From an optimization exercise on the open Yosys and OpenROAD flow, aimed at small area, a short achievable clock period and few clock cycles; shortcuts taken in it are not production practice.
Only simulation tests tie the RTL to the original design; equivalence was not proved.
Power is estimated from default activity; no workload was simulated.

== try-maple ==
// keyword_source_lexer
module keyword_source_lexer #(
   parameter int MAX_TEXT_LEN = 65536
) (
   input  wire logic         clock,
   input  wire logic         reset,
   input  wire logic         req_valid,
   output logic             req_stall,
   input  wire logic [8:0]   req_data,
   output logic             rsp_valid,
   input  wire logic         rsp_stall,
   output logic [45:0]      rsp_data,
   input  wire logic         csr_we,
   input  wire logic [16:0]  csr_wdata
);
   logic         room;
   logic         push;
   logic [45:0]  push_w;
   ksl_front u_front (
      .clock     (clock),
      .reset     (reset),
      .req_valid (req_valid),
      .req_stall (req_stall),
      .req_data  (req_data),
      .csr_we    (csr_we),
      .csr_wdata (csr_wdata),
      .room      (room),
      .last_index(rsp_data[39:24]),
      .push      (push),
      .push_w    (push_w)
   );
   ksl_tokq u_tokq (
      .clock     (clock),
      .reset     (reset),
      .push      (push),
      .push_w    (push_w),
      .room      (room),
      .rsp_valid (rsp_valid),
      .rsp_stall (rsp_stall),
      .rsp_data  (rsp_data)
   );
endmodule
Size: roughly 150 flip-flops, ~79 I/O pins, about 11,000 um^2 of cells after synthesis.
clock: 8.5 ns
lec_check: 0
abc_area: 1
cap_margin: 20
core_margin: 2
core_utilization: 40
cts_buf_list: sky130_fd_sc_hd__clkbuf_8
slew_margin: 20
standard.sh (not shown) runs the stock make flow with config.mk's settings and CLKGATE_MAP_FILE= SYNTH_SCRIPT=/design/flow/synth_recipe.tcl, a recipe that flattens the netlist after the stock synthesis.
==> flow/flow/run.sh <==
#!/bin/bash
# The standard layout, with the smallest buffer on each port instead of the
# default delay-cell buffer, and timing repair aiming 5.25 ns below the clock period
set -euo pipefail
export BUFFER_PORTS_ARGS="-buffer_cell sky130_fd_sc_hd__buf_1"
export SETUP_SLACK_MARGIN=5.25
bash standard.sh finish > standard_finish.log 2>&1
Every stage of the flow completed for try-maple, and the final layout passed the timing, DRC and antenna checks.
Testbench counts of try-maple, summed over its fixed seeds: cycles 148,692.
Relative to try-maple, the following input files were edited for try-delta:
- ABC_AREA removed (was 1)
==> flow/flow/run.sh <==
#!/bin/bash
# The standard layout, with the smallest buffer on each port instead of the
# default delay-cell buffer, and timing repair aiming 5.5 ns below the clock period
set -euo pipefail
export BUFFER_PORTS_ARGS="-buffer_cell sky130_fd_sc_hd__buf_1"
export SETUP_SLACK_MARGIN=5.5
bash standard.sh finish > standard_finish.log 2>&1
try-delta vs. try-maple: synthesized cell count now smaller, cell count now smaller, final-layout non-clock buffer area share now larger, growth of design area from synthesis to finish now larger, layout clock buffer count now smaller.
From try-maple to try-delta the numbers moved as follows: maximum frequency climbed 7.9%; cell area after layout climbed 5.5%; utilization climbed 1.0 points; number of distinct standard cells referenced by the synthesized netlist climbed 47.
Sort try-delta and try-maple by total of plain and repair buffers excluding clock buffers desc -> top: try-delta
### try-delta -> try-umber
- swapping 40 for 45 in CORE_UTILIZATION
- putting ABC_AREA at 1 where nothing was set
==> flow/flow/run.sh <==
#!/bin/bash
# The standard layout, with the smallest buffer on each port instead of the
# default delay-cell buffer, and timing repair aiming 5.75 ns below the clock period
set -euo pipefail
export BUFFER_PORTS_ARGS="-buffer_cell sky130_fd_sc_hd__buf_1"
export SETUP_SLACK_MARGIN=5.75
bash standard.sh finish > standard_finish.log 2>&1
## What came out
The run showing the smaller via-per-instance ratio is try-umber.
Diff try-delta and try-umber: setup slack lower in try-delta
try-umber vs. try-delta: buffers inserted during post-CTS setup optimization went up by 20.
Relative to try-delta, layout-stage area growth over the synthesis result increased by 5.6 points in try-umber.
Diff try-delta -> try-umber | reported sequential group power | increase of about 9%
Status: post-synthesis adder-cell area fraction parity (try-umber, try-delta)
The design area reported for try-umber is greater than that of try-delta by about 2.4%.
Relative to try-delta, count of mapped cells out of synthesis has increased by 326 in try-umber.
The register-to-register slack in try-umber was higher than what try-delta gave.
#### Input delta (try-ember over try-umber)
- swapping 45 for 35 in CORE_UTILIZATION
==> flow/flow/run.sh <==
#!/bin/bash
# The standard layout, with the smallest buffer on each port instead of the
# default delay-cell buffer, and timing repair aiming 5.5 ns below the clock period
set -euo pipefail
export BUFFER_PORTS_ARGS="-buffer_cell sky130_fd_sc_hd__buf_1"
export SETUP_SLACK_MARGIN=5.5
bash standard.sh finish > standard_finish.log 2>&1
Findings:
Compared with try-umber, fmax in try-ember decreased by a little under 10%. From try-umber to try-ember the numbers moved as follows: clock group total power fell by about 7%; post-layout worst setup margin fell by 0.24 ns; non-clock inverter count in the final layout moved down; power decreased by 5.3% relative to the old numbers.

-- static timing again, ports no longer ideal --
In the flow no input, the clock included, has a driving cell. The finished layouts below were timed again as built, in two steps. Step 1 sets driving cells, clkbuf_16 on the clock port and buf_2 on the other inputs (assumed; they add their load-dependent delay and slew). Step 2 adds t to the input delays and takes it off the output delays; t is the mean of the earliest and latest rising clock arrival at the registers after step 1. Input paths then give back, and output paths get back, about the clock's delay inside the block. a / b / c = no drivers / after step 1 / after step 2; a / b = the first two.
| run | shift t [ns] | setup slack, ns | hold WS [ns] | worst slew at a driven data input, ns | cell pins on the clock port's net |
|---|---|---|---|---|---|
| try-maple | 0.494 | 5.299 / 5.316 / 4.821 | 0.474 / 0.474 / 0.474 | 0.05 | 1 |
| try-delta | 0.491 | 5.532 / 5.520 / 5.067 | 0.540 / 0.540 / 0.540 | 0.03 | 1 |
| try-umber | 0.504 | 5.724 / 5.678 / 5.337 | 0.467 / 0.467 / 0.467 | 0.05 | 1 |
| try-ember | 0.505 | 5.484 / 5.511 / 5.006 | 0.474 / 0.474 / 0.474 | 0.04 | 1 |
After both steps setup and hold are still met in every run listed.
